This is an optimization exercise on Yosys and OpenROAD, whose aim is a short achievable clock period and few clock cycles, not a production implementation. In this exercise RTL edits were held to simulation tests only and were not proved equivalent to the original. In every run shown here, the design's own scripts or RTL, not TritonCTS, make the clock network. The clock input has no modelled driver; a real chip could not lean on it and would need a root buffer or a full tree. Power figures rest on the tool's default switching activity, not on a simulated workload.

==> design/flow/design.v <==
`timescale 1ns/1ps
`default_nettype none
module dup_compare (
    input  wire [(6 * 9)-1:0]  primary,
    input  wire [(6 * 9)-1:0]  secondary,
    output logic [6-1:0] match
);
    always_comb begin
        for (int l = 0; l < 6; l++) begin
            match[l] = (primary[l*9 +: 9] == secondary[l*9 +: 9]) &&
                       (primary[l*9 +: 9] != '0);
        end
    end
endmodule
`default_nettype wire
`timescale 1ns/1ps
`default_nettype none
module track_loader (
    input  wire                                 clk,
    input  wire                                 rst_pipe,
    input  wire                                 start,
    input  wire                                 busy,
    input  wire [3*(3 + 4 * (6 * 9))-1:0]        seed_in,
    output logic [(3 * 4 * 4)*6-1:0]        match_q,     
    output logic [(3 * 4)-1:0]                present_q,
    output logic                                valid_q      
);
    logic [3*(3 + 4 * (6 * 9))-1:0]  seed_q;
    logic                           acc_q;       
    always_ff @(posedge clk) begin
        seed_q <= seed_in;
    end
    logic [(3 * 4 * 4)*6-1:0]   match_d;
    logic [(3 * 4)-1:0]           present_d;
    for (genvar gp = 0; gp < 3; gp++) begin : g_gp
        localparam int GA = (gp == 2) ? 1 : 0;
        localparam int GB = (gp == 0) ? 1 : 2;
        for (genvar a = 0; a < 4; a++) begin : g_a
            for (genvar b = 0; b < 4; b++) begin : g_b
                dup_compare u_cmp (
                    .primary   (seed_q[GA*(3 + 4 * (6 * 9)) + a*(6 * 9) +: (6 * 9)]),
                    .secondary (seed_q[GB*(3 + 4 * (6 * 9)) + b*(6 * 9) +: (6 * 9)]),
                    .match     (match_d[(gp*16 + a*4 + b)*6 +: 6])
                );
            end
        end
    end
    always_comb begin
        for (int s = 0; s < 3; s++) begin
            for (int k = 0; k < 4; k++) begin
                present_d[s*4 + k] =
                    (seed_q[s*(3 + 4 * (6 * 9)) + 4*(6 * 9) +: 3] > 3'(k));
            end
        end
    end
    always_ff @(posedge clk) begin
        match_q   <= match_d;
        present_q <= present_d;
    end
    always_ff @(posedge clk) begin
        if (rst_pipe) begin
            acc_q   <= 1'b0;
            valid_q <= 1'b0;
        end else begin
            acc_q   <= start && !busy;
            valid_q <= acc_q;
        end
    end
endmodule
`default_nettype wire
`timescale 1ns/1ps
`default_nettype none
module removal_sequencer (
    input  wire                             clk,
    input  wire                             rst_pipe,
    input  wire                             start,
    input  wire [(3 * 4 * 4)*6-1:0]     match_q,
    input  wire [(3 * 4)-1:0]             present_q,
    input  wire                             valid_q,
    output logic                            busy,
    output logic [(4 + 2 + 1)-1:0]           verdict,         
    output logic                            verdict_valid,
    output logic                            done
);
    localparam int QD = 4;            
    localparam int QW = 2*(3 * 4) + 1;     
    logic [(3 * 4 * 4)-1:0]    dup_q;           
    logic [(3 * 4)-1:0]   pres_q;
    logic                   dvalid_q;
    logic [(3 * 4 * 4)-1:0]    dup_d;
    logic [5:0]             m;
    logic [1:0]             any_h;           
    logic [1:0]             two_h;           
    logic [1:0]             all_h;           
    always_comb begin
        for (int p = 0; p < (3 * 4 * 4); p++) begin
            m = match_q[p*6 +: 6];
            for (int h = 0; h < 2; h++) begin
                any_h[h] = m[3*h] | m[3*h+1] | m[3*h+2];
                two_h[h] = (m[3*h] & m[3*h+1]) | (m[3*h] & m[3*h+2]) | (m[3*h+1] & m[3*h+2]);
                all_h[h] = m[3*h] & m[3*h+1] & m[3*h+2];
            end
            dup_d[p] = all_h[0] | all_h[1] | (two_h[0] & any_h[1]) | (any_h[0] & two_h[1]);
        end
    end
    always_ff @(posedge clk) begin
        dup_q  <= dup_d;
        pres_q <= present_q;
    end
    always_ff @(posedge clk) begin
        if (rst_pipe) begin
            dvalid_q <= 1'b0;
        end else begin
            dvalid_q <= valid_q;
        end
    end
    logic [(3 * 4)-1:0]   kept;
    logic                   hit;
    always_comb begin
        for (int k = 0; k < 4; k++) begin
            kept[k] = pres_q[k];
        end
        for (int j = 0; j < 4; j++) begin
            hit = 1'b0;
            for (int a = 0; a < 4; a++) begin
                hit = hit | (pres_q[a] & dup_q[0*16 + a*4 + j]);
            end
            kept[4+j] = pres_q[4+j] & !hit;
        end
        for (int j = 0; j < 4; j++) begin
            hit = 1'b0;
            for (int a = 0; a < 4; a++) begin
                hit = hit | (pres_q[a] & dup_q[1*16 + a*4 + j]) | (kept[4+a] & dup_q[2*16 + a*4 + j]);
            end
            kept[8+j] = pres_q[8+j] & !hit;
        end
    end
    logic [QW-1:0]  q_data [QD];
    logic [QD-1:0]  q_vld;
    logic [QW-1:0]  push_data;
    logic           push;
    logic           pop;
    logic [QD:0]    vld_up;              
    assign push      = dvalid_q;
    assign push_data = {(pres_q == '0), kept, pres_q};
    assign vld_up    = {1'b0, q_vld};
    always_ff @(posedge clk) begin
        for (int i = 0; i < QD; i++) begin
            if (pop) begin
                if (push && q_vld[i] && !vld_up[i+1]) begin
                    q_data[i] <= push_data;
                end else if (i + 1 < QD) begin
                    q_data[i] <= q_data[(i + 1 < QD) ? i + 1 : i];
                end
            end else begin
                if (push && !q_vld[i] && (i == 0 || q_vld[(i > 0) ? i - 1 : 0])) begin
                    q_data[i] <= push_data;
                end
            end
        end
    end
    always_ff @(posedge clk) begin
        if (rst_pipe) begin
            q_vld <= '0;
        end else begin
            for (int i = 0; i < QD; i++) begin
                if (pop) begin
                    q_vld[i] <= vld_up[i+1] || (push && q_vld[i]);
                end else begin
                    q_vld[i] <= q_vld[i] || (push && (i == 0 || q_vld[(i > 0) ? i - 1 : 0]));
                end
            end
        end
    end
    logic                   act;         
    logic                   empty;       
    logic [(3 * 4)-1:0]   rem;         
    logic [(3 * 4)-1:0]   kmask;
    logic [(3 * 4)-1:0]   low;         
    logic [(3 * 4)-1:0]   rem_next;
    logic [4-1:0] low_idx;
    logic [(3 * 4)-1:0]   below;       
    always_comb begin
        below[0] = 1'b0;
        for (int i = 1; i < (3 * 4); i++) begin
            below[i] = below[i-1] | rem[i-1];
        end
    end
    assign low      = rem & ~below;
    assign rem_next = rem & ~low;
    assign pop      = q_vld[0] && (!act || empty);
    always_comb begin
        low_idx = '0;
        for (int i = 0; i < (3 * 4); i++) begin
            if (low[i]) begin
                low_idx = low_idx | 4'(i);
            end
        end
    end
    always_ff @(posedge clk) begin
        if (!act || empty) begin
            rem   <= q_data[0][(3 * 4)-1:0];
            kmask <= q_data[0][2*(3 * 4)-1:(3 * 4)];
            empty <= q_data[0][QW-1];
        end else begin
            rem   <= rem_next;
            empty <= (rem_next == '0);
        end
        verdict <= {low_idx, low_idx[3:2], |(low & kmask)};
    end
    always_ff @(posedge clk) begin
        if (rst_pipe) begin
            act           <= 1'b0;
            verdict_valid <= 1'b0;
            done          <= 1'b0;
        end else begin
            verdict_valid <= act && !empty;
            done          <= act && empty;
            if (!act || empty) begin
                act <= q_vld[0];
            end
        end
    end
    logic [3-1:0]  n_out;
    logic [3-1:0]  n_left;
    assign n_left = n_out - 3'(act && empty);
    always_ff @(posedge clk) begin
        if (rst_pipe) begin
            n_out <= '0;
            busy  <= 1'b0;
        end else if (start && !busy) begin
            n_out <= n_left + 1'b1;
            busy  <= (n_left >= 3'(4 - 1));
        end else begin
            n_out <= n_left;
            busy  <= (n_left >= 3'(4));
        end
    end
endmodule
`default_nettype wire
`timescale 1ns/1ps
`default_nettype none
module purge_duplicate (
    input  wire                         clk,
    input  wire                         rst_pipe,
    input  wire                         start,
    input  wire [656:0]                 seed_in,         
    output wire                         busy,
    output wire [6:0]                   verdict,         
    output wire                         verdict_valid,
    output wire                         done
);
    wire [(3 * 4 * 4)*6-1:0]    match_q;
    wire [(3 * 4)-1:0]            present_q;
    wire                            valid_q;
    track_loader u_loader (
        .clk       (clk),
        .rst_pipe  (rst_pipe),
        .start     (start),
        .busy      (busy),
        .seed_in   (seed_in),
        .match_q   (match_q),
        .present_q (present_q),
        .valid_q   (valid_q)
    );
    removal_sequencer u_seq (
        .clk           (clk),
        .rst_pipe      (rst_pipe),
        .start         (start),
        .match_q       (match_q),
        .present_q     (present_q),
        .valid_q       (valid_q),
        .busy          (busy),
        .verdict       (verdict),
        .verdict_valid (verdict_valid),
        .done          (done)
    );
endmodule
`default_nettype wire
==> design/flow/flow/run.sh <==
#!/bin/bash
# The standard layout (standard.sh) with one change: the clock tree is built
# by flow/manual_cts.tcl, run as ORFS's PRE_CTS hook, in place of TritonCTS.
# make's output goes to standard_finish.log; ORFS keeps each step's log
# under orfs/logs/.
set -euo pipefail
W=$(pwd)
bash standard.sh PRE_CTS_TCL="$W/flow/pre_cts.tcl" finish > "$W/standard_finish.log" 2>&1
==> design/flow/flow/manual_cts.tcl <==

proc mcts_env {name default} {
  if {[info exists ::env($name)]} { return $::env($name) }
  return $default
}

# items: list of {x y payload}; split into n parts of near equal size
proc mcts_bisect {items n} {
  if {$n <= 1 || [llength $items] <= 1} { return [list $items] }
  set xs [lmap i $items {lindex $i 0}]
  set ys [lmap i $items {lindex $i 1}]
  set w [expr {[tcl::mathfunc::max {*}$xs] - [tcl::mathfunc::min {*}$xs]}]
  set h [expr {[tcl::mathfunc::max {*}$ys] - [tcl::mathfunc::min {*}$ys]}]
  set axis [expr {$w >= $h ? 0 : 1}]
  set sorted [lsort -real -index $axis $items]
  set n1 [expr {$n / 2}]
  set cut [expr {int(round(double([llength $sorted]) * $n1 / $n))}]
  return [concat [mcts_bisect [lrange $sorted 0 [expr {$cut - 1}]] $n1] \
                 [mcts_bisect [lrange $sorted $cut end] [expr {$n - $n1}]]]
}

proc mcts_centroid {items} {
  set sx 0.0; set sy 0.0
  foreach i $items { set sx [expr {$sx + [lindex $i 0]}]; set sy [expr {$sy + [lindex $i 1]}] }
  set n [llength $items]
  return [list [expr {$sx / $n}] [expr {$sy / $n}]]
}

proc mcts_buffer {block master name xy in_net out_net} {
  set inst [odb::dbInst_create $block $master $name]
  set w [$master getWidth]; set h [$master getHeight]
  $inst setLocation [expr {int([lindex $xy 0] - $w / 2)}] [expr {int([lindex $xy 1] - $h / 2)}]
  $inst setPlacementStatus PLACED
  [$inst findITerm A] connect $in_net
  [$inst findITerm X] connect $out_net
  return $inst
}

proc manual_cts {} {
  set db [ord::get_db]
  set block [ord::get_db_block]
  set leaf_size [mcts_env MCTS_LEAF 24]
  set n_roots [mcts_env MCTS_ROOTS 4]
  set root_m [$db findMaster [mcts_env MCTS_ROOT_BUF sky130_fd_sc_hd__clkbuf_16]]
  set leaf_m [$db findMaster [mcts_env MCTS_LEAF_BUF sky130_fd_sc_hd__clkbuf_16]]

  set clk_port [$block findBTerm [mcts_env MCTS_CLK_PORT clk]]
  set clk_net [$clk_port getNet]
  set items {}
  foreach it [$clk_net getITerms] {
    set bb [[$it getInst] getBBox]
    lappend items [list [expr {([$bb xMin] + [$bb xMax]) / 2.0}] [expr {([$bb yMin] + [$bb yMax]) / 2.0}] $it]
  }
  set n [llength $items]
  set n_leaf [expr {max(1, ($n + $leaf_size - 1) / $leaf_size)}]
  # leaves per region, the same for every region
  set per_root [expr {max(1, ($n_leaf + $n_roots - 1) / $n_roots)}]
  set n_leaf [expr {$per_root * $n_roots}]
  puts "manual_cts: $n sinks, $n_roots region buffers, $n_leaf leaf buffers"

  foreach it [$clk_net getITerms] { $it disconnect }

  set r 0
  foreach region [mcts_bisect $items $n_roots] {
    set groups [mcts_bisect $region $per_root]
    set centres [lmap g $groups {mcts_centroid $g}]
    set rnet [odb::dbNet_create $block "clknet_mcts_r$r"]
    $rnet setSigType CLOCK
    mcts_buffer $block $root_m "clkbuf_mcts_r$r" [mcts_centroid $centres] $clk_net $rnet
    set l 0
    foreach g $groups c $centres {
      set lnet [odb::dbNet_create $block "clknet_mcts_r${r}_l$l"]
      $lnet setSigType CLOCK
      mcts_buffer $block $leaf_m "clkbuf_mcts_r${r}_l$l" $c $rnet $lnet
      foreach i $g { [lindex $i 2] connect $lnet }
      incr l
    }
    incr r
  }
  $clk_net setSigType CLOCK
}
==> design/flow/flow/pre_cts.tcl <==
# PRE_CTS hook: build the clock tree by hand (manual_cts.tcl), then make the
# clock_tree_synthesis call that follows in ORFS's cts.tcl a no-op, so the
# rest of the CTS step (legalisation, timing repair) runs on this tree.
source [file join [file dirname [file normalize [info script]]] manual_cts.tcl]
manual_cts
rename clock_tree_synthesis tritoncts_unused
proc clock_tree_synthesis {args} {
  puts "clock_tree_synthesis $args: skipped, the clock tree was built by manual_cts"
  set_propagated_clock [all_clocks]
}
==> design/flow/standard.sh <==
#!/bin/bash
# synth_recipe.tcl (not shown) runs the flow's synth.tcl, then flattens the netlist and writes it again
# the make line also repeats each setting of config.mk as NAME=value (left out here)
make -C /OpenROAD-flow-scripts/flow DESIGN_CONFIG=/design/flow/config.mk WORK_HOME=/design/flow/orfs CLKGATE_MAP_FILE= SYNTH_SCRIPT=/design/flow/synth_recipe.tcl "${@:-finish}"
==> design/flow/config.mk <==
export PLATFORM = sky130hd
export DESIGN_NAME = purge_duplicate
export DESIGN_NICKNAME = purge_duplicate
export VERILOG_FILES = /design/flow/design.v
export SDC_FILE = /design/flow/constraint.sdc
export NUM_CORES = 4
export LEC_CHECK = 0
export CAP_MARGIN = 20
export CORE_MARGIN = 2
export CORE_UTILIZATION = 40
export SETUP_SLACK_MARGIN = 4.2
export SLEW_MARGIN = 20
==> design/flow/constraint.sdc <==
create_clock -name core_clock -period 6.0 [get_ports {clk}]
set_input_delay 1.2000 -clock core_clock [delete_from_list [all_inputs] [get_ports {clk}]]
set_output_delay 1.2000 -clock core_clock [all_outputs]
set_load 0.01 [all_outputs]
==> impl_metrics.toml, run 1 <==
[status]
status = "no timing/DRC/antenna violations"

[detailed_routing]
drt_iter0_markers = 6147
wire_per_inst_um = 30.5
ant_nets = 0
viasPerCell = 5.80
wl_um = 261000
vias = 49600
drt-pass1-iter-count = 8
drc = 0

[global_route]
grt_overflow = 0
grt_pass1_wl_um = 364000
grt_start_max_net_pins = 45
grt_pass1_vias = 47700
antenna_found_initial = 28
track_usage = 0.320

[worst_setup_path]
cpPeakStageDelay_ns = 0.36
crit_family = "flip-flops"
path_buf_inv = 1
crit_fanout = 2
path_cells = "buf_6"
start_kind = "register"
critPathCaptureType = "output pin"
required_ns = 4.80
worstSetupPathType = "reg -> out"
crit_path_top_delay_cell = "dfxtp_2"
cp.arrival_ns = 0.92

[cells_and_area]
post_route_cells_drive_above_1_share = 0.195
final_area_sq_um = 73700
layout_commonest_cell = "xor2_1"
layout_common_cells = "1920 x xor2_1, 666 x xnor2_1, 658 x clkdlybuf4s50_1"
n_fill_cell = 13900
area_growth_syn_to_layout_pct = 21.3
layoutNonFillerInstCount = 8563
fin_nets = 7189

[cts]
clk_latency_ns = 0.48
path_clk_slew_ns = 0.10

[sta]
finalWorstSetupSlack_ns = 3.88
finalSetupTns_ns = 0
fin_crit_ns = 2.12
fmax_mhz = 471
hold_viol_final = 0
worst_pin_slew_ns = 0.869
slew_headroom = 0.420
setup_viol = 0
skew_ns = 0.0363
slew_violations = 0
fin_crit_sh = 0.354
rsz0062_at_grt = "true"

[die]
die_height_um = 394
row_count = 143
die_area_sq_um = 155000
die_width_um = 394
io_pins = 670
core_area_sq_um = 151000
initial_core_util = 0.401

[power]
ir_drop_v = 0.000308
intPower_mw = 10.9
power_density_nw_per_um2 = 210
switchingPower_mw = 4.60
seq_power_share = 0.599
p_comb_frac = 0.147
pwr-share-clk = 0.254
swShare = 0.297
p_leak_nw = 26.9

[synth]
synthArstFlopShare = 0
yosysWarnings = 4
synth_seq_area_share = 0.393
synthesis.instances = 6261
synth_cell_types = 52
synth_ff_type = "dfxtp_1"
synth.ff_latch_count = 1145
avgSynthCellArea_sq_um = 9.70
synth_edf_count = 96
netlist_area_sq_um = 60700
synth_fp_nets = 6925

[placed_design]
dpl.cell_count = 8321
place.gp.congestion = 0.986
hpwl_um = 186000
pre_cts_slack_ns = 3.05
portBuffers = 669
placed_area_sq_um = 67500

[min_path]
min_path_type = "reg -> reg"

[job]
maxCapViolCount = 0
cell type report:
type | instances | area (sq um) | share of cell area
multi-input combinational | 4423 | 36000 | 0.488
sequential | 1145 | 25200 | 0.342
timing repair buffer | 885 | 8540 | 0.116
tap | 2030 | 2540 | 0.0345
buffer | 52 | 1300 | 0.0177
inverter | 15 | 68.8 | 0.000934
timing repair inverter | 3 | 26.3 | 0.000357
antenna | 10 | 25.0 | 0.000340
stage by stage:
| step | power [mW] | utilization | hold slack (ns) |
|---|---|---|---|
| after floorplan | 10.3 | - | 0.310 |
| after global placement | 11.3 | 0.446 | 0.312 |
| final | 15.5 | 0.487 | 0.327 |
| after CTS | 15.4 | 0.474 | 0.326 |
| after detailed placement | 11.4 | 0.446 | 0.313 |
| after global routing | 16.0 | 0.487 | 0.332 |
metal layers:
metal	wire, um	track usage
met1	104000	0.422
met2	116000	0.507
met3	24300	0.0505
met4	16800	0.160
met5	78	0
flip-flops by register name (all words and copies together) (netlist names), 4 cells and up:
| signal | flops |
|---|---|
| u_loader.seed_q | 657 |
| u_loader.match_q | 288 |
| u_seq.verdict | 5 |
| u_seq.q_data | 84 |
| u_seq.kmask | 12 |
| u_seq.dup_q | 48 |
| u_seq.q_vld | 4 |
| u_loader.present_q | 12 |
| u_seq.pres_q | 12 |
| u_seq.rem | 12 |
logic make-up after synthesis:
logic type,Yosys count,synth area share
simple gates,1519,0.143
xor+xnor,2594,0.374
buf+inv,695,0.0481
flops,1145,0.393
fa+ha+maj,52,0.00873
mux,17,0.00315
compound gates,239,0.0298
power groups by stage:
| stage | sequential (mW) | clock, mW | combinational (mW) |
|---|---|---|---|
| 6_report | 9.27 | 3.94 | 2.28 |
| 4_1_cts | 9.24 | 4.00 | 2.13 |
| 3_3_place_gp | 9.43 | 0 | 1.90 |
| 5_1_grt | 9.25 | 4.27 | 2.48 |
| 3_5_place_dp | 9.43 | 0 | 1.94 |
| 2_1_floorplan | 8.20 | 0 | 2.08 |
final timing paths:
| kind | cells past startpoint | slack, ns | startpoint | end |
|---|---|---|---|---|
| worst max-delay path | 1 | 3.88 | u_seq.verdict[2] | verdict[6] |
| worst min-delay path | 0 | 0.33 | u_loader.present_q[7] | u_seq.pres_q[7] |
| worst max register to register | 6 | 4.11 | u_loader.seed_q[113] | u_loader.match_q[60] |
| worst min register to register | 0 | 0.33 | u_loader.present_q[7] | u_seq.pres_q[7] |
synthesized netlist by cell type, types with 17 or more instances:
cell / n / area (sq um)
nand4_1: 293 / 1830
nor4_1: 575 / 3600
nand3_1: 62 / 310
nand2_1: 147 / 552
nor3_1: 138 / 691
edfxtp_1: 96 / 2880
maj3_1: 48 / 480
clkbuf_1: 330 / 1240
mux2_2: 17 / 191
buf_1: 135 / 507
dfxtp_1: 1049 / 21000
o221a_2: 48 / 541
xnor2_1: 674 / 5900
nand2b_1: 52 / 325
or4_1: 50 / 375
xor2_1: 1920 / 16800
a31o_2: 49 / 429
o21ai_0: 32 / 160
buf_2: 200 / 1000
nor2_1: 151 / 567
a21oi_1: 69 / 345
repair_timing:
action | 4_1_cts | 5_1_grt
gates resized for setup | 987 | 248
pin swaps | 35 | 53
endpoints found under the setup margin | 382 | 248
gates cloned | 1 | 5
buffers inserted | 86 | 88
hold buffers | 0 | 0
Testbench counts, summed over its fixed seeds: cycles 44,788.
==> run 2: changes to the inputs <==
--- a/design/flow/config.mk
+++ b/design/flow/config.mk
@@ -7,6 +7,6 @@
 export LEC_CHECK = 0
 export CAP_MARGIN = 20
 export CORE_MARGIN = 2
-export CORE_UTILIZATION = 40
+export CORE_UTILIZATION = 60
 export SETUP_SLACK_MARGIN = 4.2
 export SLEW_MARGIN = 20
==> run 2 against run 1 <==
  * Clock skew rose by 0.011 ns
  * Cell area fell by 3.1%
  * Flip-flop and latch count did not move
  * Area after synthesis did not move
  * Critical path type unchanged
  * Critical endpoint unchanged
  * Largest power group unchanged
==> impl_metrics.toml, run 2 <==
[synth]
synthAdderAreaFrac = 0.00873
synthTopCellsByCount = "1920 x xor2_1, 1049 x dfxtp_1, 674 x xnor2_1"
avgSynthCellArea_sq_um = 9.70
synth_top_area_frac = 0.346
yosysWarnings = 4
yosysMostFrequentCell = "xor2_1"
synth_top_family_by_area = "XOR/XNOR gates"
synthMuxAreaShare = 0.00315
synth_cell_types = 52
synthArstFlopShare = 0
synth_seq_area_share = 0.393
synth_edf_count = 96
synth-compound-area-share = 0.0298
synthSimpleGateAreaFrac = 0.143
netlist_area_sq_um = 60700
yosys-top-cells-area = "dfxtp_1 35%, xor2_1 28%, xnor2_1 9.7%, nor4_1 5.9%, edfxtp_1 4.7%"
synth.ff_latch_count = 1145
synthesis.instances = 6261
yosys.area.top_type = "dfxtp_1"
synth_fp_nets = 6925
synth_ff_type = "dfxtp_1"
synth-xor-area-share = 0.374

[die]
die_area_sq_um = 104000
io_pins = 670
initial_core_util = 0.606
die_width_um = 322
die_height_um = 322
core_area_sq_um = 100000
row_count = 116

[status]
status = "no timing/DRC/antenna violations"

[cells_and_area]
layout_common_cells = "1920 x xor2_1, 672 x xnor2_1, 657 x clkdlybuf4s50_1"
reg_top3 = "u_loader.seed_q (657), u_loader.match_q (288), u_seq.q_data (84)"
largest-register = "u_loader.seed_q"
post_route_cells_drive_above_1_share = 0.179
regArea_sq_um = 25000
largest_reg_flops = 657
layout_commonest_cell = "xor2_1"
multi_input_area_sq_um = 35700
area_growth_syn_to_layout_pct = 17.6
final_core_util = 0.712
n_fill_cell = 7435
fin_nets = 7092

[global_route]
grt_start_max_net_pins = 45
track_usage = 0.431
grt_overflow = 0
antenna_found_initial = 22
grt_pass1_vias = 47100
grt_pass1_wl_um = 330000

[sta]
worst_pin_slew_ns = 0.826
fin_crit_ns = 2.10
rsz0062_at_grt = "true"
slew_violations = 0
hold_viol_final = 0
finalSetupTns_ns = 0
fmax_mhz = 476
slew_headroom = 0.449
fin_crit_sh = 0.350
skew_ns = 0.0472
setup_viol = 0

[detailed_routing]
drc = 0
drt-pass1-iter-count = 8
drt_iter0_markers = 6631
wire_per_inst_um = 30.1
vias = 49800
wl_um = 234000
ant_nets = 0
viasPerCell = 6.39

[power]
seq_power_share = 0.607
switchingPower_mw = 4.43
p_leak_nw = 26.2
p_comb_frac = 0.141
pwr-share-clk = 0.252
finalPower_mw = 15.3
swShare = 0.290
intPower_mw = 10.9
power_density_nw_per_um2 = 214
ir_drop_v = 0.000387

[worst_setup_path]
cp.arrival_ns = 0.90
cpPeakStageDelay_ns = 0.36
crit_path_top_delay_cell = "dfxtp_2"
rrSetupSlack_ns = 4.09
path_cells = "buf_6"
worstSetupPathType = "reg -> out"
crit_family = "flip-flops"
start_kind = "register"
path_buf_inv = 1
required_ns = 4.80
critPathCaptureType = "output pin"
crit_fanout = 2

[job]
maxCapViolCount = 0

[cts]
clk_latency_ns = 0.48
path_clk_slew_ns = 0.10

[placed_design]
portBuffers = 669
place.gp.congestion = 1.07
hpwl_um = 166000

[min_path]
min_path_type = "reg -> reg"
## run 2: cell counts after synthesis
No cell type changed its count.
## run 2: cells by family after synthesis
family          after synthesis
fa+ha+maj                    52
mux                          17
buf+inv                     695
xor+xnor                   2594
compound gates              239
flops                      1145
simple gates               1519
## run 2: cell type report
cell class,instances,share of cell area
Inverter,15,0.000963
Sequential cell,1145,0.351
Antenna cell,6,0.000210
Buffer,52,0.0182
Multi-Input combinational cell,4423,0.499
Timing Repair inverter,3,0.000368
Tap cell,1357,0.0238
Timing Repair Buffer,788,0.107
## run 2: per-stage QoR
step | instances | worst slack (ns) | hold slack [ns] | instance area, sq um
after CTS | 7706 | 3.88 | 0.331 | 69800
after global placement | 7619 | 3.37 | 0.310 | 66400
after floorplan | 6261 | 3.85 | 0.310 | 60800
after detailed placement | 7619 | 3.26 | 0.312 | 66400
after global routing | 7786 | 3.87 | 0.335 | 71400
final | 7789 | 3.90 | 0.326 | 71400
## run 2: path summary, 6_finish.rpt
kind                                            start              endpoint  cells after the start
worst max register to register   u_loader.seed_q[114]  u_loader.match_q[48]                      6
worst min register to register  u_loader.present_q[0]       u_seq.pres_q[0]                      0
worst min-delay path            u_loader.present_q[0]       u_seq.pres_q[0]                      0
worst max-delay path                 u_seq.verdict[2]            verdict[6]                      1
## run 2: repair_timing
item                       in CTS  in global routing
pin swaps                      18                 20
setup endpoints to repair     380                270
cloned                          1                  4
resized for setup             838                259
setup buffers                  34                 73
hold buffers                    0                  0
## run 2: routing by layer
metal | part of all wire | track usage | up-vias
li1 | - | - | 21300
met1 | 0.37 | 0.558 | 24000
met2 | 0.43 | 0.656 | 3603
met3 | 0.13 | 0.106 | 962
met4 | 0.075 | 0.247 | 16
met5 | 0.00052 | 0.00556 | -
## run 2: power groups by stage
stage | logic, mW | registers, mW | clock network, mW
after detailed placement | 1.90 | 9.37 | 0
after CTS | 2.01 | 9.22 | 3.87
after global placement | 1.84 | 9.37 | 0
after floorplan | 2.08 | 8.20 | 0
final | 2.15 | 9.27 | 3.86
after global routing | 2.34 | 9.25 | 4.13
## run 2: worst register-to-register path: stages (launching register included)
cell and delay [ns]:
dfxtp_4 0.44, or4_4 0.16, nor4_4 0.04, buf_6 0.15, buf_4 0.14, or4_4 0.52
nor4_4 0.35

-- separate check: timing with driven ports --
How much do the figures lean on ideal ports? The routed layouts below were timed once more, with nothing changed but the port constraints. Step 1 assumes that a clkbuf_16 drives the clock port and a buf_2 every other input. Step 2 adds t to the input delays and takes it off the output delays; t is the mean of the earliest and latest rising clock arrival at the registers after step 1. Input paths then give back, and output paths get back, about the clock's delay inside the block. Slacks: ideal ports / drivers / drivers and shift; pairs: ideal ports / drivers.
| run | t, ns | setup slack, ns | worst setup path at the end | latest minus earliest clock arrival (ns) |
|---|---|---|---|---|
| run 1 | 0.641 | 3.875 / 3.703 / 3.746 | input to register | 0.046 / 0.046 |
| run 2 | 0.633 | 3.899 / 3.722 / 3.957 | input to register | 0.062 / 0.062 |
After both steps every run listed still meets setup and hold. The setup slack of run 1, which loses most, moves by -0.172 ns with the drivers and by -0.129 ns with both steps.
